From an optimization exercise on the open Yosys and OpenROAD flow, aimed at small area; shortcuts taken in it are not production practice. Only simulation tests tie the RTL to the original design; equivalence was not proved. No activity file was given, so power comes from the tool's default toggle rates. The flow treats the clock pin as an ideal source, which a real chip does not have.

--- standard.sh ---
#!/bin/bash
# synth_recipe.tcl (not shown) runs the flow's synth.tcl, then flattens the netlist and writes it again
# the make line also repeats each setting of config.mk as NAME=value (left out here)
make -C /OpenROAD-flow-scripts/flow DESIGN_CONFIG=/design/flow/config.mk WORK_HOME=/design/flow/orfs CLKGATE_MAP_FILE= SYNTH_SCRIPT=/design/flow/synth_recipe.tcl "${@:-finish}"
--- config.mk ---
export PLATFORM = sky130hd
export DESIGN_NAME = dht_segment_writer
export DESIGN_NICKNAME = dht_segment_writer
export VERILOG_FILES = /design/flow/design.v
export SDC_FILE = /design/flow/constraint.sdc
export NUM_CORES = 4
export LEC_CHECK = 0
export CAP_MARGIN = 20
export CORE_MARGIN = 2
export CORE_UTILIZATION = 40
export SLEW_MARGIN = 20
export SYNTH_HIERARCHICAL = 1
--- constraint.sdc ---
create_clock -name core_clock -period 8.0 [get_ports {clk}]
set_input_delay 1.6000 -clock core_clock [delete_from_list [all_inputs] [get_ports {clk}]]
set_output_delay 1.6000 -clock core_clock [all_outputs]
set_load 0.01 [all_outputs]
--- flow/run.sh ---
#!/bin/bash
# Standard ORFS layout with two changes: port buffers use the smallest buffer cell, and
# clock tree synthesis uses clkbuf_8 sink clusters without dummy load cells.
set -euo pipefail
export BUFFER_PORTS_ARGS="-buffer_cell sky130_fd_sc_hd__buf_1"
export CTS_ARGS="-sink_clustering_enable -repair_clock_nets -dont_use_dummy_load -buf_list sky130_fd_sc_hd__clkbuf_16 -sink_clustering_size 32 -sink_clustering_max_diameter 100"
bash standard.sh > standard.log 2>&1
--- design.v ---
package jpeg_pkg;
    localparam logic [7:0]  M_PREFIX    = 8'hFF;
    localparam logic [7:0]  M_DHT       = 8'hC4;
    localparam logic [9:0]  DHT_LH_BASE = 10'd19;
endpackage
module dht_segment_writer
#(
    parameter int MAX_SYMS  = 256,
    parameter int SYM_IDX_W = 8
) (
    input  logic                 clk,
    input  logic                 rst_n,
    input  logic                 bits_we,
    input  logic [3:0]           bits_idx,
    input  logic [7:0]           bits_val,
    input  logic                 val_we,
    input  logic [SYM_IDX_W-1:0] val_idx,
    input  logic [7:0]           val_data,
    input  logic                 start,
    input  logic [3:0]           tc,
    input  logic [3:0]           th,
    output logic                 busy,
    output logic                 done,
    output logic                 err,
    output logic                 out_valid,
    input  logic                 out_ready,
    output logic [7:0]           out_data,
    output logic                 out_last,
    output logic                 code_we,
    output logic [7:0]           code_sym,
    output logic [15:0]          code_val,
    output logic [4:0]           code_len
);
    localparam logic [2:0] S_IDLE  = 3'b000;
    localparam logic [2:0] S_ERR   = 3'b001;   
    localparam logic [2:0] S_DONE  = 3'b010;
    localparam logic [2:0] S_CHECK = 3'b011;
    localparam logic [2:0] S_HDR   = 3'b100;
    localparam logic [2:0] S_BITS  = 3'b101;
    localparam logic [2:0] S_VALP  = 3'b110;   
    localparam logic [2:0] S_VALS  = 3'b111;   
    logic [2:0]  st_r, st_nxt;
    logic        cw_r;
    logic [4:0]  p_r, p_nxt;         
    logic [15:0] code_r, code_nxt;   
    logic [1:0]  gm_r, gm_nxt;       
    logic [7:0]  rem_r, rem_nxt;     
    logic [7:0]  vidx_r, vidx_nxt;   
    logic [9:0]  nacc_r, nacc_nxt;   
    logic        bad_r, bad_nxt;
    logic [7:0]  tcth_r;
    logic [7:0]  csym_r;
    logic [7:0]  rd_r;               
    logic [4:0]  clen_r;
    logic        idle_s, chk_s, hs_s, p15_s;
    logic [7:0]  cnt_rd, mem_rd, hdr_s;
    logic [15:0] sum_s, gen_s;
    logic [9:0]  nsum_s, lh_s;
    logic        ovf_s, last_s;
    assign idle_s = ~st_r[2] & ~st_r[1];
    assign chk_s  = (st_r == S_CHECK);
    assign hs_s   = (st_r == S_VALP) & out_ready;
    assign p15_s  = (p_r[3:0] == 4'd15);
    dht_bits_store u_cnt (
        .clk   (clk),
        .rst_n (rst_n),
        .we    (idle_s & bits_we),
        .waddr (bits_idx),
        .wdata (bits_val),
        .raddr (p_r[3:0]),
        .rdata (cnt_rd)
    );
    dht_huffval_store u_mem (
        .clk   (clk),
        .we    (idle_s & val_we),
        .waddr (val_idx),
        .wdata (val_data),
        .raddr (vidx_nxt),
        .rdata (mem_rd)
    );
    assign sum_s  = code_r + (chk_s ? {6'd0, 2'b11, ~cnt_rd} : 16'd0) + 16'd1;
    assign ovf_s  = ~code_r[9] & (sum_s[9] | (sum_s[9:0] == 10'd0));
    assign nsum_s = nacc_r[9] ? nacc_r : ({1'b0, nacc_r[8:0]} + {2'b00, cnt_rd});
    assign lh_s   = jpeg_pkg::DHT_LH_BASE + {1'b0, nacc_r[8:0]};
    assign last_s = (({1'b0, vidx_r} + 9'd1) == nacc_r[8:0]);
    assign gen_s  = gm_r[0] ? {(gm_r[1] ? code_r[14:0] : sum_s[14:0]), 1'b0}
                            : (gm_r[1] ? code_r : sum_s);
    always_comb begin
        case (p_r[2:0])
            3'd0:    hdr_s = jpeg_pkg::M_PREFIX;
            3'd1:    hdr_s = jpeg_pkg::M_DHT;
            3'd2:    hdr_s = {6'd0, lh_s[9:8]};
            3'd3:    hdr_s = lh_s[7:0];
            default: hdr_s = tcth_r;
        endcase
    end
    always_comb begin
        st_nxt   = st_r;
        p_nxt    = p_r;
        code_nxt = code_r;
        gm_nxt   = gm_r;
        rem_nxt  = rem_r;
        vidx_nxt = vidx_r;
        nacc_nxt = nacc_r;
        bad_nxt  = bad_r;
        case (st_r)
            S_IDLE, S_ERR: begin
                if (start) begin
                    st_nxt   = S_CHECK;
                    p_nxt    = 5'd0;
                    code_nxt = 16'd2;
                    nacc_nxt = 10'd0;
                    bad_nxt  = 1'b0;
                end else begin
                    st_nxt = S_IDLE;
                end
            end
            S_CHECK: begin
                p_nxt    = p_r + 5'd1;
                nacc_nxt = nsum_s;
                bad_nxt  = bad_r | ovf_s;
                if (!code_r[9]) code_nxt = {6'd0, sum_s[8:0], 1'b0};
                if (p15_s) begin
                    p_nxt = 5'd0;
                    if (bad_nxt || (nsum_s == 10'd0) || nsum_s[9]
                        || (nsum_s[8] && (nsum_s[7:0] != 8'd0)))
                        st_nxt = S_ERR;
                    else
                        st_nxt = S_HDR;
                end
            end
            S_HDR: begin
                if (out_ready) begin
                    p_nxt = p_r + 5'd1;
                    if (p_r[2:0] == 3'd4) begin
                        st_nxt = S_BITS;
                        p_nxt  = 5'd0;
                    end
                end
            end
            S_BITS: begin
                if (p_r[3:0] == 4'd0) rem_nxt = cnt_rd;
                if (out_ready) begin
                    p_nxt = p_r + 5'd1;
                    if (p15_s) begin
                        p_nxt    = 5'd1;
                        code_nxt = 16'hFFFF;
                        vidx_nxt = 8'd0;
                        if (rem_r != 8'd0) begin
                            st_nxt = S_VALP;
                            gm_nxt = 2'b00;
                        end else begin
                            st_nxt = S_VALS;
                            gm_nxt = 2'b01;
                        end
                    end
                end
            end
            S_VALP: begin
                if (out_ready) begin
                    vidx_nxt = vidx_r + 8'd1;
                    code_nxt = gen_s;
                    if (last_s) begin
                        st_nxt = S_DONE;
                    end else if (rem_r == 8'd1) begin
                        gm_nxt   = 2'b01;
                        p_nxt    = p_r + 5'd1;
                        rem_nxt  = cnt_rd;
                        if (cnt_rd == 8'd0) st_nxt = S_VALS;
                    end else begin
                        gm_nxt   = 2'b00;
                        rem_nxt  = rem_r - 8'd1;
                    end
                end
            end
            S_VALS: begin
                code_nxt = gen_s;
                if (rem_r == 8'd0) begin
                    gm_nxt   = 2'b11;
                    p_nxt    = p_r + 5'd1;
                    rem_nxt  = cnt_rd;
                end else begin
                    gm_nxt = 2'b10;
                    st_nxt = S_VALP;
                end
            end
            default: begin   
                st_nxt = S_IDLE;
            end
        endcase
    end
    always_ff @(posedge clk or negedge rst_n) begin
        if (!rst_n) begin
            st_r <= S_IDLE;
            cw_r <= 1'b0;
        end else begin
            st_r <= st_nxt;
            cw_r <= hs_s;
        end
    end
    always_ff @(posedge clk) begin
        p_r    <= p_nxt;
        code_r <= code_nxt;
        gm_r   <= gm_nxt;
        rem_r  <= rem_nxt;
        vidx_r <= vidx_nxt;
        nacc_r <= nacc_nxt;
        bad_r  <= bad_nxt;
        if (idle_s && start) tcth_r <= {tc, th};
        rd_r   <= mem_rd;
        csym_r <= rd_r;
        clen_r <= p_r;
    end
    assign busy      = st_r[2] | (st_r[1] & st_r[0]);
    assign done      = (st_r == S_DONE);
    assign err       = (st_r == S_ERR);
    assign out_valid = st_r[2] & ~(st_r[1] & st_r[0]);
    assign out_data  = st_r[1] ? rd_r : (st_r[0] ? cnt_rd : hdr_s);
    assign out_last  = st_r[2] & st_r[1] & last_s;
    assign code_we   = cw_r;
    assign code_sym  = csym_r;
    assign code_val  = code_r;
    assign code_len  = clen_r;
endmodule
module dht_huffval_store (
    input  logic       clk,
    input  logic       we,
    input  logic [7:0] waddr,
    input  logic [7:0] wdata,
    input  logic [7:0] raddr,
    output logic [7:0] rdata
);
    logic [15:0]  nwhi, nwlo, nrhi, nrlo;   
    logic [255:0] wsel, rsel;
    logic [7:0]   mq [256];
    always_comb begin
        for (int i = 0; i < 16; i++) begin
            nwhi[i] = ~(we && (waddr[7:4] == 4'(i)));
            nwlo[i] = ~(waddr[3:0] == 4'(i));
            nrhi[i] = ~(raddr[7:4] == 4'(i));
            nrlo[i] = ~(raddr[3:0] == 4'(i));
        end
    end
    for (genvar i = 0; i < 256; i++) begin : g_mem
        dht_g_nor2 u_wsel (.a(nwhi[i / 16]), .b(nwlo[i % 16]), .y(wsel[i]));
        dht_g_nor2 u_rsel (.a(nrhi[i / 16]), .b(nrlo[i % 16]), .y(rsel[i]));
        always_ff @(posedge clk) begin
            if (wsel[i]) mq[i] <= wdata;
        end
    end
    for (genvar b = 0; b < 8; b++) begin : g_bit
        logic [85:0] n1;
        logic [21:0] p2;
        logic [5:0]  p3;
        logic [1:0]  p4;
        for (genvar g = 0; g < 85; g++) begin : g_l1
            dht_g_aoi222 u (
                .a0 (mq[3 * g][b]),     .s0 (rsel[3 * g]),
                .a1 (mq[3 * g + 1][b]), .s1 (rsel[3 * g + 1]),
                .a2 (mq[3 * g + 2][b]), .s2 (rsel[3 * g + 2]),
                .y  (n1[g])
            );
        end
        dht_g_nand2 u_l1_last (.a(mq[255][b]), .b(rsel[255]), .y(n1[85]));
        for (genvar g = 0; g < 21; g++) begin : g_l2
            dht_g_nand4 u (.a(n1[4 * g]), .b(n1[4 * g + 1]), .c(n1[4 * g + 2]), .d(n1[4 * g + 3]), .y(p2[g]));
        end
        dht_g_nand2 u_l2_last (.a(n1[84]), .b(n1[85]), .y(p2[21]));
        for (genvar g = 0; g < 5; g++) begin : g_l3
            dht_g_or4 u (.a(p2[4 * g]), .b(p2[4 * g + 1]), .c(p2[4 * g + 2]), .d(p2[4 * g + 3]), .y(p3[g]));
        end
        assign p3[5] = p2[20] | p2[21];
        dht_g_or4 u_l4 (.a(p3[0]), .b(p3[1]), .c(p3[2]), .d(p3[3]), .y(p4[0]));
        assign p4[1] = p3[4] | p3[5];
        assign rdata[b] = p4[0] | p4[1];
    end
endmodule
module dht_g_aoi222 (
    input  logic a0, s0, a1, s1, a2, s2,
    output logic y
);
    assign y = ~((a0 & s0) | (a1 & s1) | (a2 & s2));
endmodule
module dht_g_nand2 (
    input  logic a, b,
    output logic y
);
    assign y = ~(a & b);
endmodule
module dht_g_nand4 (
    input  logic a, b, c, d,
    output logic y
);
    assign y = ~(a & b & c & d);
endmodule
module dht_g_nor2 (
    input  logic a, b,
    output logic y
);
    assign y = ~(a | b);
endmodule
module dht_g_or4 (
    input  logic a, b, c, d,
    output logic y
);
    assign y = a | b | c | d;
endmodule
module dht_bits_store (
    input  logic       clk,
    input  logic       rst_n,
    input  logic       we,
    input  logic [3:0] waddr,
    input  logic [7:0] wdata,
    input  logic [3:0] raddr,
    output logic [7:0] rdata
);
    logic [15:0] wsel, nwsel, rsel;
    logic [7:0]  cnt_r [16];
    logic [7:0]  cnt_d [16];
    always_comb begin
        for (int k = 0; k < 16; k++) begin
            wsel[k]  = we && (waddr == 4'(k));
            nwsel[k] = ~wsel[k];
            rsel[k]  = (raddr == 4'(k));
        end
    end
    for (genvar k = 0; k < 16; k++) begin : g_ent
        for (genvar b = 0; b < 8; b++) begin : g_bit
            dht_g_ao22 u_hold (.a0(cnt_r[k][b]), .s0(nwsel[k]), .a1(wdata[b]), .s1(wsel[k]), .y(cnt_d[k][b]));
        end
        always_ff @(posedge clk or negedge rst_n) begin
            if (!rst_n) begin
                cnt_r[k] <= 8'd0;
            end else begin
                cnt_r[k] <= cnt_d[k];
            end
        end
    end
    for (genvar b = 0; b < 8; b++) begin : g_rd
        logic [5:0] n1;
        logic [1:0] p2;
        for (genvar g = 0; g < 5; g++) begin : g_l1
            dht_g_aoi222 u (
                .a0 (cnt_r[3 * g][b]),     .s0 (rsel[3 * g]),
                .a1 (cnt_r[3 * g + 1][b]), .s1 (rsel[3 * g + 1]),
                .a2 (cnt_r[3 * g + 2][b]), .s2 (rsel[3 * g + 2]),
                .y  (n1[g])
            );
        end
        dht_g_nand2 u_l1_last (.a(cnt_r[15][b]), .b(rsel[15]), .y(n1[5]));
        dht_g_nand3 u_l2_0 (.a(n1[0]), .b(n1[1]), .c(n1[2]), .y(p2[0]));
        dht_g_nand3 u_l2_1 (.a(n1[3]), .b(n1[4]), .c(n1[5]), .y(p2[1]));
        assign rdata[b] = p2[0] | p2[1];
    end
endmodule
module dht_g_ao22 (
    input  logic a0, s0, a1, s1,
    output logic y
);
    assign y = (a0 & s0) | (a1 & s1);
endmodule
module dht_g_nand3 (
    input  logic a, b, c,
    output logic y
);
    assign y = ~(a & b & c);
endmodule
==> out/metrics.yaml, run 1 <==
outcome:
  status: "timing/DRC/antenna clean"
power_and_ir_drop:
  power.total_w: 0.0222
  p_leak_nw: 27.4
  powerDensity_nw_per_um2: 248
  peakVddDrop_v: 0.000200
yosys:
  synth-seq-cells: 2259
  synthesis.nets: 4673
  yosysTopAreaCellShare: 0.758
  yosys-top-cells-area: "edfxtp_1, a222oi_1, dfrtp_1"
  synth_seq_area_share: 0.805
  yosysWarningCount: 14
  synth_edf_count: 2098
  async_reset_ff_frac: 0.0584
  synth.avg_cell_area_um2: 18.1
  synth_ff_type: "edfxtp_1"
  synth_area_leader_cell: "edfxtp_1"
  syn_inst: 4601
  netlist_area_um2: 83100
  ys_types: 85
clock_tree:
  hold_buffers: 0
  clock_latency_ps: 770
  postCtsSetupRepairBufs: 0
  cts_resized: 0
  path_clk_slew_ps: 120
  clock_path_buffers: 3
  cts.sinks: 2259
  cts_max_level: 3
  cts_tree: "built"
  cts_buffers: 82
  root_buffer: "clkbuf_16"
timing:
  setup_viol: 0
  rsz0062_at_grt: "no"
  period_needed_ps: 6690
  max_clock_freq_mhz: 150
  slew_headroom: 0.144
  finalHoldViolations: 0
  min_period_over_period: 0.836
  finalMaxSlewViolations: 0
  max_slew.worst_pin.slew_ps: 1280
  final.setup.tns_ps: 0
  fin_skew_ps: 116
setup_path:
  crit_required_ps: 8650
  endpoint_kind: "flop"
  path_buf_inv: 2
  arrival_ps: 7340
  max_stage_delay_ps: 760
  crit_type: "flop to flop"
  cp-start-kind: "flop"
  crit_chain: "buf_4, nand2_1, nor2_1, nand2_1, inv_1, nand2_1, o21ai_1, nor2_1, nand2_2, nor2_1, a222oi_1, nand4_1, or4_1, or4_1, or4_1"
  crit_fanout: 17
  cp_top_family: "simple AND/OR/NAND/NOR gates"
  worst_path_max_delay_cell: "or4_1"
drt:
  drt-vias-per-instance: 6.67
  via_count: 50400
  wl_per_cell_um: 32.4
  wl_um: 245000
  drcViolationCount: 0
  drtPass1Iterations: 15
  ant_nets: 0
  drt_iter0_markers: 10700
floorplan:
  die_y_um: 460
  rows: 167
  ios: 85
  fp.dieW_um: 460
  start_util: 0.402
  core_area_um2: 207000
  die-area_um2: 211000
layout:
  stdcell_area_um2: 89700
  stdcell_count: 7554
  area_growth_pct: 7.97
  drive_above_1_share: 0.0542
  final_nets: 4909
  fillers: 17900
grt:
  grt_max_degree: 197
  grt_pass1_vias: 46700
  antenna_found_initial: 20
  grt_remaining_overflow: 0
  grt_usage: 0.224
  grt_use_met3: 0.0446
  met2_usage: 0.342
  met1_usage: 0.324
  grt_pass1_wl_um: 346000
  grt.busiest_layer: "met2"
placement:
  post-dp-hpwl_um: 158000
  place_inst: 7456
  placed_cell_area_um2: 87600
  port_buffers: 84
  gp_congestion: 0.945
hold_path:
  min_path_type: "flop to flop"
flow_run:
  cap_violations: 0
cell usage in the layout, fill, tap and decap left out, types with 61 or more instances in the layout:
master | synthesis | routed
clkbuf_16 | 0 | 82
edfxtp_1 | 2098 | 2098
buf_1 | 2 | 75
nand2_1 | 126 | 108
o21ai_0 | 63 | 61
nand4_1 | 180 | 180
dfrtp_1 | 132 | 132
a22o_1 | 130 | 130
nor2_1 | 604 | 603
buf_4 | 1 | 92
a222oi_1 | 720 | 720
through the flow:
step / setup WS (ps) / hold WS [ps] / util
finish: 1310 / 405 / 0.434
global route: 1120 / 430 / 0.433
CTS: 1170 / 403 / 0.433
detailed placement: 539 / 376 / 0.423
global placement: 549 / 368 / 0.423
floorplan: 2970 / 326 / -
final timing paths:
| path | startpoint | endpoint | slack, ps | cells past startpoint |
|---|---|---|---|---|
| min reg2reg | p_r[4]$_DFFE_PP_ | clen_r[4]$_DFF_P_ | 400 | 0 |
| min in group asynchronous | rst_n | u_cnt.cnt_r[5][0]$_DFF_PN0_ | 920 | 1 |
| max | st_r[2]$_DFFE_PN0P_ | rd_r[0]$_DFF_P_ | 1310 | 15 |
| max in group asynchronous | rst_n | u_cnt.cnt_r[7][0]$_DFF_PN0_ | 5870 | 2 |
| max reg2reg | st_r[2]$_DFFE_PN0P_ | rd_r[0]$_DFF_P_ | 1310 | 15 |
| min | p_r[4]$_DFFE_PP_ | clen_r[4]$_DFF_P_ | 400 | 0 |
cell usage after synthesis, types with 29 or more instances:
library cell and number:
inv_1 30, a21oi_1 42, edfxtp_1 2098, or4_1 57, dfxtp_1 29, a222oi_1 720
nand2_1 126, dfrtp_1 132, nor2_1 604, xnor2_1 29, a22o_1 130, nand4_1 180
o21ai_0 63, nand3_1 57
sequential cells by signal (all words and copies together), names as in the netlist:
signal       flops
u_mem.mq      2048
u_cnt.cnt_r    128
code_r          16
nacc_r          10
csym_r           8
rd_r             8
rem_r            8
tcth_r           8
vidx_r           8
clen_r           5
p_r              5
st_r             3
gm_r             2
bad_r            1
cw_r             1
metal layers:
| layer | part of all wire | vias up |
|---|---|---|
| li1 | - | 20600 |
| met1 | 0.39 | 25900 |
| met2 | 0.45 | 3488 |
| met3 | 0.12 | 413 |
| met4 | 0.034 | 10 |
| met5 | 0.00043 | - |
per-module statistics from Yosys (local to each module, per instance):
module              cells inside  area [µm²]  copies in the design
dht_g_nand2                    1        3.75                    24
dht_g_nor2                     1        3.75                   512
dht_segment_writer           629        5600                     1
dht_g_nand4                    1        6.26                   168
dht_g_aoi222                   1        10.0                   720
dht_g_nand3                    1        5.00                    16
dht_huffval_store           2150       62000                     1
dht_g_ao22                     1        8.76                   128
dht_g_or4                      1        7.51                    48
dht_bits_store               206        3600                     1
worst reg2reg max path: stages (launching register included):
cell	delay, ps
dfrtp_1	330
buf_4	210
nand2_1	290
nor2_1	420
nand2_1	310
inv_1	240
nand2_1	70
o21ai_1	600
nor2_1	270
nand2_2	750
nor2_1	380
a222oi_1	540
nand4_1	350
or4_1	760
or4_1	680
or4_1	430
report_power, final:
part | switching [W] | leakage (nW) | internal [W] | total (W)
combinational | 0.00211 | 5.54 | 0.00114 | 0.00324
clock | 0.00329 | 1.01 | 0.00186 | 0.00515
sequential | 0.000424 | 20.9 | 0.0134 | 0.0138
kinds of logic after synthesis:
kind of cell             Yosys count  share of synthesized area
AO/OA/AOI/OAI                   1031                      0.114
XOR/XNOR                          43                    0.00453
adder cells (fa/ha/maj)           30                    0.00470
buffers and inverters             66                    0.00371
flip-flops                      2259                      0.805
multiplexers                       9                    0.00113
AND/OR/NAND/NOR                 1163                     0.0667
layout make-up:
class | count | area, µm² | share of cell area
Antenna cell | 15 | 37.5 | 0.000418
Inverter | 32 | 123 | 0.00137
Multi-Input combinational cell | 2276 | 16000 | 0.178
Clock buffer | 82 | 2050 | 0.0229
Sequential cell | 2259 | 66900 | 0.746
Tap cell | 2704 | 3380 | 0.0377
Timing Repair Buffer | 186 | 1210 | 0.0135
==> run 2: changes to the inputs <==
==> flow/run.sh (replaced) <==
#!/bin/bash
# Standard ORFS layout with two changes: port buffers use the smallest buffer cell, and
# clock tree synthesis uses clkbuf_8 sink clusters without dummy load cells.
set -euo pipefail
export BUFFER_PORTS_ARGS="-buffer_cell sky130_fd_sc_hd__buf_1"
export CTS_ARGS="-sink_clustering_enable -repair_clock_nets -dont_use_dummy_load -buf_list sky130_fd_sc_hd__clkbuf_8 -sink_clustering_size 14 -sink_clustering_max_diameter 70"
bash standard.sh > standard.log 2>&1
==> run 2 against run 1 <==
Compared with the run above:
- wire length grew 1.2%
- sequential cell count is the same
- clock skew shrank 11 ps
- area after synthesis is the same
- global-route usage grew 0.27 points
- clock-buffer cell count grew 101
- worst hold slack lost 3.5 ps
- sequential share of layout area shrank 0.39 points
- critical path type unchanged
- largest power group unchanged
- highest routed layer unchanged
==> out/metrics.yaml, run 2 <==
layout:
  top_register: "u_mem.mq"
  fillers: 17900
  area_growth_pct: 8.54
  stdcell_count: 7652
  final_common_cell: "edfxtp_1"
  multi_input_area_um2: 16000
  layout_common_cells: "edfxtp_1, a222oi_1, nor2_1, clkbuf_8, nand4_1"
  regArea_um2: 66900
  drive_above_1_share: 0.0737
  largest_reg_flops: 2048
  largestRegisters: "u_mem.mq x2048, u_cnt.cnt_r x128, code_r x16"
  utilization: 0.436
  final_nets: 5011
setup_path:
  arrival_ps: 7550
  endpoint_kind: "flop"
  crit_fanout: 17
  ff2ff_path_depth: 15
  crit_required_ps: 8790
  critPathCapture: "rd_r[7]$_DFF_P_"
  timing.rr.end: "rd_r[7]$_DFF_P_"
  critPathLaunch: "st_r[2]$_DFFE_PN0P_"
  crit_type: "flop to flop"
  worst-r2r-setup-slack_ps: 1240
  cp-start-kind: "flop"
  timing.rr.start: "st_r[2]$_DFFE_PN0P_"
floorplan:
  die-area_um2: 211000
  start_util: 0.402
  rows: 167
  fp.dieW_um: 460
  ios: 85
  core_area_um2: 207000
  die_y_um: 460
timing:
  max_slew.worst_pin.slew_ps: 1170
  min_period_over_period: 0.845
  finalMaxSlewViolations: 0
  setup_viol: 0
  slew_headroom: 0.216
  fin_skew_ps: 105
  period_needed_ps: 6760
  max_clock_freq_mhz: 148
  finalHoldViolations: 0
  final.setup.tns_ps: 0
  rsz0062_at_grt: "no"
power_and_ir_drop:
  powerDensity_nw_per_um2: 251
  p_leak_nw: 27.7
  peakVddDrop_v: 0.000183
yosys:
  synth.avg_cell_area_um2: 18.1
  synth_ff_type: "edfxtp_1"
  async_reset_ff_frac: 0.0584
  yosysWarningCount: 14
  synthesis.nets: 4673
  synth_area_leader_cell: "edfxtp_1"
  ys_types: 85
  synth_seq_area_share: 0.805
  synth_most_common_cell: "edfxtp_1"
  ys_top_cells_by_count: "edfxtp_1, a222oi_1, nor2_1"
  yosysTopAreaCellShare: 0.758
  netlist_area_um2: 83100
  syn_inst: 4601
  synth-seq-cells: 2259
  yosys-top-cells-area: "edfxtp_1, a222oi_1, dfrtp_1"
  synth_edf_count: 2098
drt:
  drt_iter0_markers: 10800
  drt-vias-per-instance: 6.65
  ant_nets: 0
  drcViolationCount: 0
  via_count: 50900
  wl_um: 248000
  wl_per_cell_um: 32.4
  drtPass1Iterations: 17
clock_tree:
  cts_resized: 0
  root_buffer: "clkbuf_8"
  cts_max_level: 4
  cts_tree: "built"
  hold_buffers: 0
  clock_path_buffers: 3
  cts.sinks: 2259
  cts_buffers: 183
  path_clk_slew_ps: 90
  postCtsSetupRepairBufs: 0
  clock_latency_ps: 920
grt:
  antenna_found_initial: 21
  grt_remaining_overflow: 0
  grt_use_met3: 0.0497
  met2_usage: 0.342
  grt_usage: 0.227
  grt_pass1_wl_um: 350000
  met1_usage: 0.326
  grt_pass1_vias: 47700
  grt_max_degree: 197
  grt.busiest_layer: "met2"
placement:
  post-dp-hpwl_um: 158000
  port_buffers: 84
  gp_congestion: 0.945
  place_inst: 7456
outcome:
  status: "timing/DRC/antenna clean"
flow_run:
  cap_violations: 0
hold_path:
  min_path_type: "flop to flop"
[run 2: cell counts after synthesis]
No cell type changed its count.
[run 2: Yosys stat by module (local to each module, per instance)]
| module | area, µm² | times used | cells inside | flip-flops and latches |
|---|---|---|---|---|
| dht_g_aoi222 | 10.0 | 720 | 1 | 0 |
| dht_bits_store | 3600 | 1 | 206 | 128 |
| dht_segment_writer | 5600 | 1 | 629 | 83 |
| dht_g_nor2 | 3.75 | 512 | 1 | 0 |
| dht_g_or4 | 7.51 | 48 | 1 | 0 |
| dht_g_nand3 | 5.00 | 16 | 1 | 0 |
| dht_huffval_store | 62000 | 1 | 2150 | 2048 |
| dht_g_ao22 | 8.76 | 128 | 1 | 0 |
| dht_g_nand4 | 6.26 | 168 | 1 | 0 |
| dht_g_nand2 | 3.75 | 24 | 1 | 0 |
[run 2: final cells by class]
cell class / instances / area share
Clock buffer: 183 / 0.0279
Sequential cell: 2259 / 0.742
Inverter: 32 / 0.00136
Timing Repair Buffer: 187 / 0.0136
Multi-Input combinational cell: 2276 / 0.178
Antenna cell: 11 / 0.000305
Tap cell: 2704 / 0.0375
[run 2: cell families after synthesis]
group | synth area share
simple gates | 0.0667
flops | 0.805
buf+inv | 0.00371
xor+xnor | 0.00453
mux | 0.00113
compound gates | 0.114
fa+ha+maj | 0.00470
[run 2: metrics by stage]
stage | total power [W] | setup slack (ps) | cell area [µm²] | hold WS (ps)
after global placement | 0.0172 | 549 | 87500 | 368
after floorplan | 0.0159 | 2970 | 83100 | 326
after CTS | 0.0227 | 1160 | 90100 | 400
after detailed placement | 0.0173 | 539 | 87600 | 376
final | 0.0226 | 1240 | 90200 | 401
after global routing | 0.0234 | 1100 | 90100 | 426
[run 2: worst min-delay path by stage]
stage                          start                 to  depth (start not counted)
global route        p_r[4]$_DFFE_PP_  clen_r[4]$_DFF_P_                          0
finish              p_r[4]$_DFFE_PP_  clen_r[4]$_DFF_P_                          0
detailed placement  p_r[4]$_DFFE_PP_  clen_r[4]$_DFF_P_                          0
global placement    p_r[4]$_DFFE_PP_  clen_r[4]$_DFF_P_                          0
floorplan            rd_r[3]$_DFF_P_  csym_r[3]$_DFF_P_                          0
CTS                 p_r[4]$_DFFE_PP_  clen_r[4]$_DFF_P_                          0
[run 2: power by group]
part / total, W / switching (W) / leakage (nW) / internal (W)
Sequential: 0.0138 / 0.000426 / 20.9 / 0.0134
Clock: 0.00555 / 0.00351 / 1.32 / 0.00204
Combinational: 0.00324 / 0.00210 / 5.54 / 0.00114
Total: 0.0226 / 0.00603 / 27.7 / 0.0166
[run 2: worst max-delay path, cell delays in order, from the launching register on]
cell      delay, ps
dfrtp_1         330
buf_4           210
nand2_1         290
nor2_1          430
nand2_1         310
inv_1           250
nand2_1          70
o21ai_1         630
nor2_1          270
nand3_2         710
nor2_1          360
a222oi_1        690
nand4_1         340
or4_1           740
or4_1           580
or4_1           430
[run 2: per-layer routing]
layer,routed length [µm],part of all wire,up-vias
met3,29700,0.12,479
met4,9360,0.038,8
met2,111000,0.45,3588
met1,97900,0.39,26100
met5,53,0.00021,-
li1,-,-,20700
==> run 3: changes to the inputs <==
--- a/design.v
+++ b/design.v
@@ -52,3 +52,2 @@
     logic [7:0]  csym_r;
-    logic [7:0]  rd_r;               
     logic [4:0]  clen_r;
@@ -77,3 +76,3 @@
         .wdata (val_data),
-        .raddr (vidx_nxt),
+        .raddr (vidx_r),
         .rdata (mem_rd)
@@ -209,4 +208,3 @@
         if (idle_s && start) tcth_r <= {tc, th};
-        rd_r   <= mem_rd;
-        csym_r <= rd_r;
+        csym_r <= mem_rd;
         clen_r <= p_r;
@@ -217,3 +215,3 @@
     assign out_valid = st_r[2] & ~(st_r[1] & st_r[0]);
-    assign out_data  = st_r[1] ? rd_r : (st_r[0] ? cnt_rd : hdr_s);
+    assign out_data  = st_r[1] ? mem_rd : (st_r[0] ? cnt_rd : hdr_s);
     assign out_last  = st_r[2] & st_r[1] & last_s;
==> run 3 against run 2 <==
Compared with the run above:
- now fails the layout checks on negative setup slack
- non-clock buffer count down 8
- clock skew down 22 ps
- sequential power down 4%
- critical path depth down 4
- final cell count down 0.17%
- sequential share of layout area about the same
- worst setup slack worse by 1300 ps
- synthesized cell count down 0.28%
- design area down 0.18%
- critical path type is now flop to output pin
- critical endpoint is now out_data[3]
==> out/metrics.yaml, run 3 <==
timing:
  period_needed_ps: 8030
  max_clock_freq_mhz: 124
  fin_skew_ps: 83.5
  setup_viol: 2
  finalMaxSlewViolations: 0
  holdWs_ps: 383
  min_period_over_period: 1.00
  finalHoldViolations: 0
  max_slew.worst_pin.slew_ps: 1210
  slew_headroom: 0.192
  worst_slack_ps: -34.7
  rsz0062_at_grt: "no"
power_and_ir_drop:
  combPwrFrac: 0.151
  power.total_w: 0.0221
  peakVddDrop_v: 0.000190
  seqPwrFrac: 0.599
  netSwitchingPower_w: 0.00619
  swShare: 0.280
  p_leak_nw: 27.7
  p_clk_frac: 0.250
  p_int_w: 0.0159
  powerDensity_nw_per_um2: 246
layout:
  layout_common_cells: "edfxtp_1, a222oi_1, nor2_1, clkbuf_8, nand4_1"
  stdcell_area_um2: 90000
  drive_above_1_share: 0.0722
  multi_input_area_um2: 16000
  area_growth_pct: 8.52
  largest_reg_flops: 2048
  top_register: "u_mem.mq"
  final_common_cell: "edfxtp_1"
  fillers: 17800
  stdcell_count: 7639
  largestRegisters: "u_mem.mq x2048, u_cnt.cnt_r x128, code_r x16"
  regArea_um2: 66800
  final_nets: 4990
yosys:
  ys_types: 85
  synth-simple-area-share: 0.0661
  yosysTopAreaCellShare: 0.763
  synth_ff_type: "edfxtp_1"
  ys_top_cells_by_count: "edfxtp_1, a222oi_1, nor2_1"
  synth-compound-area-share: 0.115
  synth_most_common_cell: "edfxtp_1"
  synth_edf_count: 2106
  synth_fa_ha_area_frac: 0.00471
  async_reset_ff_frac: 0.0586
  yosysWarningCount: 14
  synth.avg_cell_area_um2: 18.1
  synthesis.nets: 4660
  synth_area_leader_cell: "edfxtp_1"
  syn_inst: 4588
  synth_seq_area_share: 0.805
  yosys-top-cells-area: "edfxtp_1, a222oi_1, dfrtp_1"
  synth_xor_area_frac: 0.00474
  synthMuxAreaShare: 0.000981
  synth_top_family_by_area: "compound AO/OA/AOI/OAI gates"
  netlist_area_um2: 82900
  synth-seq-cells: 2251
drt:
  wl_um: 244000
  ant_nets: 0
  wl_per_cell_um: 32.0
  drtPass1Iterations: 14
  drcViolationCount: 0
  via_count: 50300
  drt-vias-per-instance: 6.59
  drt_iter0_markers: 10600
clock_tree:
  root_buffer: "clkbuf_8"
  cts_buffers: 183
  cts.sinks: 2251
  clock_path_buffers: 3
  cts_tree: "built"
  clock_latency_ps: 990
  path_clk_slew_ps: 90
  cts_max_level: 4
setup_path:
  arrival_ps: 6430
  critPathLaunch: "vidx_r[5]$_SDFFCE_PN0P_"
  cp-start-kind: "flop"
  crit_required_ps: 6400
  critPathCapture: "out_data[3]"
  crit_chain: "nor2b_1, nand2_1, buf_4, nor2_1, a222oi_1, nand4_1, or4_1, or4_1, or4_1, mux2_2, buf_1"
  path_buf_inv: 2
  path_depth: 11
  path_common_cell: "or4_1"
  max_stage_delay_ps: 830
  crit_fanout: 13
  cp_top_family: "simple AND/OR/NAND/NOR gates"
  worst_path_max_delay_cell: "nand2_1"
  worst-r2r-setup-slack_ps: 2680
  timing.rr.end: "csym_r[5]$_DFF_P_"
  endpoint_kind: "output pin"
  ff2ff_path_depth: 8
  timing.rr.start: "vidx_r[5]$_SDFFCE_PN0P_"
  crit_type: "flop to output pin"
placement:
  post-dp-hpwl_um: 154000
  placed_cell_area_um2: 87300
  gp_congestion: 0.922
  dp_slack_ps: 1060
  port_buffers: 84
  place_inst: 7427
floorplan:
  ios: 85
  fp.dieW_um: 459
  core_area_um2: 207000
  die-area_um2: 211000
  die_y_um: 459
  start_util: 0.401
  rows: 167
hold_path:
  min_path_type: "flop to flop"
flow_run:
  cap_violations: 0
grt:
  grt_pass1_wl_um: 347000
  grt_usage: 0.225
  grt_remaining_overflow: 0
  antenna_found_initial: 22
  grt_max_degree: 164
  grt_pass1_vias: 48400
outcome:
  so.violations: "negative setup slack"
  status: "failed layout checks"
## run 3: changes by cell type in the layout (fill, tap and decap cells not counted), sizes merged, moves of 5 or more
cell	before	now
nor2	604	617
buf	178	170
and3	16	4
edfxtp	2098	2106
o211a	1	6
o2111ai	8	3
o21ai	63	54
diode	11	19
dfxtp	29	13
## run 3: kinds of logic after synthesis
group | Yosys count
buffers and inverters | 67
xor gates and xnor gates | 44
muxes | 8
and+or+nand+nor | 1163
DFF | 2251
adders and majority gates | 30
AOI/OAI and AO/OA | 1025
## run 3: per-module statistics from Yosys, one instance, submodules excluded, a selection
module              cells  area (µm²)
dht_bits_store        206        3600
dht_g_ao22              1        8.76
dht_g_aoi222            1        10.0
dht_g_nand2             1        3.75
dht_g_nand3             1        5.00
dht_g_nand4             1        6.26
dht_g_or4               1        7.51
dht_huffval_store    2150       62000
dht_segment_writer    616        5470
## run 3: repair_timing
item                       4_1_cts  5_1_grt
hold endpoints to repair         0        0
hold buffers                     0        0
resized for setup                1        1
buffers inserted                 0        8
setup endpoints to repair        1        2
## run 3: worst min path at each step
stage                startpoint                end  cells past startpoint
2_1_floorplan  p_r[4]$_DFFE_PP_  clen_r[4]$_DFF_P_                      0
3_3_place_gp   p_r[4]$_DFFE_PP_  clen_r[4]$_DFF_P_                      0
3_5_place_dp   p_r[4]$_DFFE_PP_  clen_r[4]$_DFF_P_                      0
4_1_cts        p_r[4]$_DFFE_PP_  clen_r[4]$_DFF_P_                      0
5_1_grt        p_r[4]$_DFFE_PP_  clen_r[4]$_DFF_P_                      0
6_report       p_r[4]$_DFFE_PP_  clen_r[4]$_DFF_P_                      0
## run 3: per-stage QoR
step	util	setup TNS, ps
after global placement	0.423	0
after detailed placement	0.423	0
final	0.436	-43.5
after CTS	0.435	0
after global routing	0.435	0
after floorplan	-	0
## run 3: area by class of cell
class	count	area share
Clock buffer	183	0.0280
Timing Repair Buffer	179	0.0129
Antenna cell	19	0.000528
Tap cell	2704	0.0376
Multi-Input combinational cell	2270	0.177
Sequential cell	2251	0.742
Inverter	33	0.00140
## run 3: routing by layer
metal	vias to the layer above	global-route usage	share of wire
li1	20600	-	-
met1	25600	0.304	0.38
met2	3465	0.355	0.47
met3	550	0.0486	0.11
met4	32	0.0900	0.040
met5	-	0.00253	0.0012
## run 3: power by group through the flow
| stage | registers, W | logic (W) | clock network [W] |
|---|---|---|---|
| 2_1_floorplan | 0.0135 | 0.00136 | 0 |
| 3_3_place_gp | 0.0135 | 0.00317 | 0 |
| 3_5_place_dp | 0.0135 | 0.00317 | 0 |
| 4_1_cts | 0.0133 | 0.00319 | 0.00564 |
| 5_1_grt | 0.0133 | 0.00343 | 0.00605 |
| 6_report | 0.0133 | 0.00333 | 0.00553 |
==> run 4: changes to the inputs <==
==> flow/run.sh (replaced) <==
#!/bin/bash
# Standard ORFS layout with two changes: port buffers use the smallest buffer cell, and
# clock tree synthesis uses clkbuf_8 sink clusters without dummy load cells.
set -euo pipefail
export BUFFER_PORTS_ARGS="-buffer_cell sky130_fd_sc_hd__buf_1"
export CTS_ARGS="-sink_clustering_enable -repair_clock_nets -dont_use_dummy_load -buf_list sky130_fd_sc_hd__clkbuf_8 -sink_clustering_size 16 -sink_clustering_max_diameter 70"
bash standard.sh > standard.log 2>&1
==> run 4 against run 3 <==
Compared with the run above:
- now clean on timing, DRC and antenna
- synthesized cell count unchanged
- wire length shrank 0.15%
- clock-buffer cell count is 18 lower
- maximum frequency is 0.81% higher
- clock power down 4.5%
- total power fell by 1.3%
- worst hold slack gained 29 ps
- design area shrank 0.35%
- critical path depth is the same
- final cell count fell by 0.39%
- register-to-register slack lost 30 ps
- via count hardly changed
==> out/metrics.yaml, run 4 <==
layout:
  layout_common_cells: "edfxtp_1, a222oi_1, nor2_1, nand4_1, clkbuf_8"
  top_register: "u_mem.mq"
  largestRegisters: "u_mem.mq x2048, u_cnt.cnt_r x128, code_r x16"
  final_nets: 4964
  fillers: 17900
  stdcell_area_um2: 89700
  area_growth_pct: 8.14
  stdcell_count: 7609
  final_common_cell: "edfxtp_1"
  drive_above_1_share: 0.0673
  largest_reg_flops: 2048
clock_tree:
  cts_tree: "built"
  root_buffer: "clkbuf_8"
  cts_max_level: 4
  cts_buffers: 165
  clock_path_buffers: 3
  clock_latency_ps: 990
  cts.sinks: 2251
  path_clk_slew_ps: 90
  postCtsSetupRepairBufs: 0
placement:
  port_buffers: 84
  post-dp-hpwl_um: 154000
  place_inst: 7427
  gp_congestion: 0.922
  placed_cell_area_um2: 87300
yosys:
  synth_area_leader_cell: "edfxtp_1"
  async_reset_ff_frac: 0.0586
  netlist_area_um2: 82900
  yosysTopAreaCellShare: 0.763
  synth_edf_count: 2106
  synth-seq-cells: 2251
  ys_types: 85
  synthesis.nets: 4660
  syn_inst: 4588
  ys_top_cells_by_count: "edfxtp_1, a222oi_1, nor2_1"
  synth_ff_type: "edfxtp_1"
  synth.avg_cell_area_um2: 18.1
  yosysWarningCount: 14
  synth_seq_area_share: 0.805
  synth_most_common_cell: "edfxtp_1"
  yosys-top-cells-area: "edfxtp_1, a222oi_1, dfrtp_1"
timing:
  slew_headroom: 0.204
  min_period_over_period: 0.996
  finalMaxSlewViolations: 0
  period_needed_ps: 7970
  fin_skew_ps: 99.7
  rsz0062_at_grt: "no"
  final.setup.tns_ps: 0
  setup_viol: 0
  max_slew.worst_pin.slew_ps: 1190
  max_clock_freq_mhz: 125
  finalHoldViolations: 0
grt:
  grt_usage: 0.224
  grt_max_degree: 164
  grt_remaining_overflow: 0
  grt_pass1_wl_um: 346000
  grt_pass1_vias: 48200
  antenna_found_initial: 19
drt:
  wl_um: 244000
  drt-vias-per-instance: 6.62
  met1_length_um: 93300
  drcViolationCount: 0
  drtPass1Iterations: 13
  top_layer: "met5"
  wl_met2_um: 114000
  wl_per_cell_um: 32.0
  via_count: 50300
  drt_iter0_markers: 10700
  ant_nets: 0
  route.met3.wl_um: 26700
power_and_ir_drop:
  p_leak_nw: 27.5
  powerDensity_nw_per_um2: 243
  peakVddDrop_v: 0.000190
floorplan:
  start_util: 0.401
  die_y_um: 459
  fp.dieW_um: 459
  ios: 85
  rows: 167
  core_area_um2: 207000
  die-area_um2: 211000
setup_path:
  crit_fanout: 16
  worst_path_max_delay_cell: "nand3_2"
  crit_chain: "nor2b_1, nand3_2, nor2_1, a222oi_1, nand4_1, or4_1, or4_1, or4_1, nand2_1, o21ai_0, buf_1"
  cp-start-kind: "flop"
  arrival_ps: 6370
  max_stage_delay_ps: 740
  crit_required_ps: 6400
  path_common_cell: "or4_1"
  crit_type: "flop to output pin"
  cp_top_family: "simple AND/OR/NAND/NOR gates"
  worst-r2r-setup-slack_ps: 2650
  critPathCapture: "out_data[1]"
  path_buf_inv: 1
  timing.rr.start: "p_r[1]$_DFFE_PP_"
  path_depth: 11
  timing.rr.end: "st_r[0]$_DFFE_PN0P_"
  ff2ff_path_depth: 16
  endpoint_kind: "output pin"
  critPathLaunch: "vidx_r[2]$_SDFFCE_PN0P_"
flow_run:
  cap_violations: 0
hold_path:
  min_path_type: "flop to flop"
outcome:
  status: "timing/DRC/antenna clean"
## run 4: kinds of logic after synthesis
group,after synthesis,synth area share
adders and majority gates,30,0.00471
DFF,2251,0.805
and+or+nand+nor,1163,0.0661
xor gates and xnor gates,44,0.00474
muxes,8,0.000981
buffers and inverters,67,0.00339
AOI/OAI and AO/OA,1025,0.115
## run 4: timing repair
item / CTS / global route
endpoints found under the setup margin: 0 / 3
hold buffers: 0 / 0
gates resized for setup: 0 / 2
## run 4: cell type report
class	instances	area (µm²)	share of cell area
timing repair buffer	171	1100	0.0122
multi-input combinational	2270	16000	0.178
inverter	33	126	0.00141
antenna	15	37.5	0.000419
clock buffer	165	2270	0.0253
tap	2704	3380	0.0377
sequential	2251	66800	0.745
## run 4: metal layers
metal,up-vias,track usage
met4,16,0.0871
met1,25800,0.304
met5,-,0
met2,3379,0.356
li1,20600,-
met3,560,0.0465
## run 4: modules after synthesis, one instance, submodules excluded
module,flops+latches,cells inside,copies in the design
dht_g_aoi222,0,1,720
dht_bits_store,128,206,1
dht_g_nand4,0,1,168
dht_g_ao22,0,1,128
dht_huffval_store,2048,2150,1
dht_g_nand2,0,1,24
dht_g_or4,0,1,48
dht_g_nand3,0,1,16
dht_g_nor2,0,1,512
dht_segment_writer,75,616,1
## run 4: where the power goes
| group | total [W] | internal [W] | switching, W |
|---|---|---|---|
| Combinational | 0.00329 | 0.000814 | 0.00247 |
| Clock | 0.00528 | 0.00185 | 0.00343 |
| Sequential | 0.0133 | 0.0131 | 0.000211 |
| Total | 0.0218 | 0.0157 | 0.00612 |
## run 4: worst min-delay path by stage
stage | slack, ps | start | depth (start not counted) | end
after floorplan | 350 | p_r[4]$_DFFE_PP_ | 0 | clen_r[4]$_DFF_P_
after global placement | 390 | p_r[4]$_DFFE_PP_ | 0 | clen_r[4]$_DFF_P_
after detailed placement | 390 | p_r[4]$_DFFE_PP_ | 0 | clen_r[4]$_DFF_P_
after CTS | 410 | p_r[4]$_DFFE_PP_ | 0 | clen_r[4]$_DFF_P_
after global routing | 420 | p_r[4]$_DFFE_PP_ | 0 | clen_r[4]$_DFF_P_
final | 410 | p_r[4]$_DFFE_PP_ | 0 | clen_r[4]$_DFF_P_
## run 4: stage by stage
stage	total power [W]	util	hold WS (ps)	worst slack (ps)
CTS	0.0218	0.434	411	18.7
finish	0.0218	0.434	412	30.1
floorplan	0.0148	-	355	3050
global placement	0.0167	0.423	394	1050
global route	0.0225	0.434	417	1.08
detailed placement	0.0167	0.423	392	1060
==> run 5: changes to the inputs <==
--- a/design.v
+++ b/design.v
@@ -52,2 +52,3 @@
     logic [7:0]  csym_r;
+    logic [7:0]  rd_r;               
     logic [4:0]  clen_r;
@@ -76,3 +77,3 @@
         .wdata (val_data),
-        .raddr (vidx_r),
+        .raddr (vidx_nxt),
         .rdata (mem_rd)
@@ -208,3 +209,4 @@
         if (idle_s && start) tcth_r <= {tc, th};
-        csym_r <= mem_rd;
+        rd_r   <= mem_rd;
+        csym_r <= rd_r;
         clen_r <= p_r;
@@ -215,3 +217,3 @@
     assign out_valid = st_r[2] & ~(st_r[1] & st_r[0]);
-    assign out_data  = st_r[1] ? mem_rd : (st_r[0] ? cnt_rd : hdr_s);
+    assign out_data  = st_r[1] ? rd_r : (st_r[0] ? cnt_rd : hdr_s);
     assign out_last  = st_r[2] & st_r[1] & last_s;
==> run 5 against run 4 <==
Compared with the run above:
- still clean on timing, DRC and antenna
- global-route usage grew 0.22 points
- final cell count grew 0.33%
- total power grew 2.2%
- maximum frequency grew 18%
- sequential power grew 4%
- sequential share of layout area shrank 0.085 points
- area after synthesis grew 0.17%
- critical endpoint is now rd_r[0]$_DFF_P_
- largest cell class unchanged
- highest routed layer unchanged
==> out/metrics.yaml, run 5 <==
yosys:
  ys_top_cells_by_count: "edfxtp_1, a222oi_1, nor2_1"
  synth_most_common_cell: "edfxtp_1"
  yosys-top-cells-area: "edfxtp_1, a222oi_1, dfrtp_1"
  syn_inst: 4601
  synth_edf_count: 2098
  synth-seq-cells: 2259
  async_reset_ff_frac: 0.0584
  synth_area_leader_cell: "edfxtp_1"
  synth_ff_type: "edfxtp_1"
  netlist_area_um2: 83100
  yosysWarningCount: 14
  yosysTopAreaCellShare: 0.758
  synth.avg_cell_area_um2: 18.1
  synthesis.nets: 4673
  synth_seq_area_share: 0.805
  ys_types: 85
floorplan:
  die_y_um: 460
  start_util: 0.402
  core_area_um2: 207000
  ios: 85
  fp.dieW_um: 460
  rows: 167
  die-area_um2: 211000
layout:
  largestRegisters: "u_mem.mq x2048, u_cnt.cnt_r x128, code_r x16"
  regArea_um2: 66900
  top_register: "u_mem.mq"
  fillers: 18000
  area_growth_pct: 8.21
  largest_reg_flops: 2048
  stdcell_area_um2: 89900
  utilization: 0.435
  stdcell_count: 7634
  multi_input_area_um2: 16000
  final_common_cell: "edfxtp_1"
  layout_common_cells: "edfxtp_1, a222oi_1, nor2_1, nand4_1, clkbuf_8"
  drive_above_1_share: 0.0700
  final_nets: 4991
clock_tree:
  cts_resized: 0
  cts_max_level: 4
  clock_latency_ps: 940
  clock_path_buffers: 3
  path_clk_slew_ps: 100
  root_buffer: "clkbuf_8"
  hold_buffers: 0
  cts_buffers: 164
  cts.sinks: 2259
  postCtsSetupRepairBufs: 0
  cts_tree: "built"
drt:
  drt-vias-per-instance: 6.65
  ant_nets: 0
  drtPass1Iterations: 22
  wl_um: 247000
  drt_iter0_markers: 10900
  wl_per_cell_um: 32.4
  via_count: 50800
  drcViolationCount: 0
timing:
  final.setup.tns_ps: 0
  worst_slack_ps: 1240
  slew_headroom: 0.229
  setup_viol: 0
  max_clock_freq_mhz: 148
  fin_skew_ps: 115
  max_slew.worst_pin.slew_ps: 1160
  finalHoldViolations: 0
  period_needed_ps: 6760
  rsz0062_at_grt: "no"
  finalMaxSlewViolations: 0
  min_period_over_period: 0.845
setup_path:
  endpoint_kind: "flop"
  arrival_ps: 7580
  path_depth: 15
  crit_type: "flop to flop"
  crit_chain: "buf_4, nand2_1, nor2_1, nand2_1, inv_1, nand2_1, o21ai_1, nor2_1, nand2_2, nor2_1, a222oi_1, nand4_1, or4_1, or4_1, or4_1"
  critPathLaunch: "st_r[2]$_DFFE_PN0P_"
  worst-r2r-setup-slack_ps: 1240
  timing.rr.start: "st_r[2]$_DFFE_PN0P_"
  crit_required_ps: 8820
  path_buf_inv: 2
  max_stage_delay_ps: 810
  cp_top_family: "simple AND/OR/NAND/NOR gates"
  crit_fanout: 17
  worst_path_max_delay_cell: "nand2_2"
  ff2ff_path_depth: 15
  cp-start-kind: "flop"
placement:
  placed_cell_area_um2: 87600
  post-dp-hpwl_um: 158000
  place_inst: 7456
  port_buffers: 84
  gp_congestion: 0.945
  dp_slack_ps: 539
hold_path:
  min_path_cells: 0
  min_from: "p_r[4]$_DFFE_PP_"
  min_path_type: "flop to flop"
grt:
  grt_pass1_wl_um: 349000
  grt_max_degree: 197
  grt_usage: 0.227
  antenna_found_initial: 18
  grt_pass1_vias: 47600
  grt_remaining_overflow: 0
power_and_ir_drop:
  peakVddDrop_v: 0.000192
  p_leak_nw: 27.6
  powerDensity_nw_per_um2: 248
outcome:
  status: "timing/DRC/antenna clean"
flow_run:
  cap_violations: 0
[run 5: cell count changes after synthesis, moves of 8 or more]
cell and delta:
o21ai_0 +19, dfxtp_1 +16, and3_1 +13, nor2_1 -12, o21ai_1 -10, edfxtp_1 -8
[run 5: layout make-up]
| cell class | instances | share of cell area |
|---|---|---|
| Sequential cell | 2259 | 0.744 |
| Multi-Input combinational cell | 2276 | 0.178 |
| Tap cell | 2704 | 0.0376 |
| Clock buffer | 164 | 0.0251 |
| Timing Repair Buffer | 186 | 0.0135 |
| Inverter | 32 | 0.00136 |
| Antenna cell | 13 | 0.000362 |
[run 5: metal layers]
layer,track usage,up-vias,share of wire
met5,0,-,0.000049
met4,0.0793,2,0.039
met3,0.0485,487,0.12
met2,0.342,3581,0.45
met1,0.325,26100,0.39
li1,-,20700,-
[run 5: Yosys stat by module, one instance, submodules excluded]
module / area (µm²) / times used / flops+latches / cells inside
dht_huffval_store: 62000 / 1 / 2048 / 2150
dht_segment_writer: 5600 / 1 / 83 / 629
dht_bits_store: 3600 / 1 / 128 / 206
dht_g_aoi222: 10.0 / 720 / 0 / 1
dht_g_ao22: 8.76 / 128 / 0 / 1
dht_g_or4: 7.51 / 48 / 0 / 1
dht_g_nand4: 6.26 / 168 / 0 / 1
dht_g_nand3: 5.00 / 16 / 0 / 1
dht_g_nand2: 3.75 / 24 / 0 / 1
dht_g_nor2: 3.75 / 512 / 0 / 1
[run 5: logic make-up after synthesis]
family | after synthesis | share of synthesized area
AOI/OAI and AO/OA | 1031 | 0.114
buffers and inverters | 66 | 0.00371
and+or+nand+nor | 1163 | 0.0667
DFF | 2259 | 0.805
muxes | 9 | 0.00113
adders and majority gates | 30 | 0.00470
xor gates and xnor gates | 43 | 0.00453
[run 5: final timing paths]
path | end
max in group asynchronous | u_cnt.cnt_r[7][0]$_DFF_PN0_
max | rd_r[0]$_DFF_P_
min in group asynchronous | u_cnt.cnt_r[5][1]$_DFF_PN0_
min reg2reg | clen_r[4]$_DFF_P_
max reg2reg | rd_r[0]$_DFF_P_
min | clen_r[4]$_DFF_P_
[run 5: report_power, final]
part	internal, W	switching [W]
clock	0.00184	0.00343
sequential	0.0134	0.000427
combinational	0.00114	0.00211
total	0.0164	0.00596
[run 5: per-stage QoR]
| step | hold WS, ps | power [W] |
|---|---|---|
| finish | 396 | 0.0223 |
| global route | 425 | 0.0231 |
| CTS | 398 | 0.0224 |
| floorplan | 326 | 0.0159 |
| detailed placement | 376 | 0.0173 |
| global placement | 368 | 0.0172 |

==> re-timing with driven ports <==
The results above use ideal ports. As a check the final layouts listed here were re-extracted and re-timed, cells and wires unchanged.
Step 1, drivers: a clkbuf_16 drives clk and a buf_2 each remaining input, both assumed.
Step 2 also shifts input and output timing later by t, the mid clock arrival at the registers, as if the neighbouring blocks saw the same clock.
Slacks: ideal / step 1 / step 2; pairs: ideal / step 1.
run | t (ns) | slack for setup (ns) | latest minus earliest clock arrival (ns) | worst slew at a driven data input, ns
run 1 | 0.812 | 1.313 / 1.313 / 0.709 | 0.122 / 0.121 | 0.15
run 2 | 0.962 | 1.243 / 1.243 / 0.620 | 0.135 / 0.136 | 0.14
run 3 | 1.043 | -0.035 / -0.133 / 0.910 | 0.094 / 0.094 | 0.17
run 4 | 1.001 | 0.030 / -0.054 / 0.947 | 0.139 / 0.139 | 0.15
run 5 | 0.974 | 1.236 / 1.236 / 0.669 | 0.133 / 0.133 | 0.15
For run 2, which loses most, drivers alone change the setup slack by 0.000 ns; drivers and shift together by -0.623 ns.
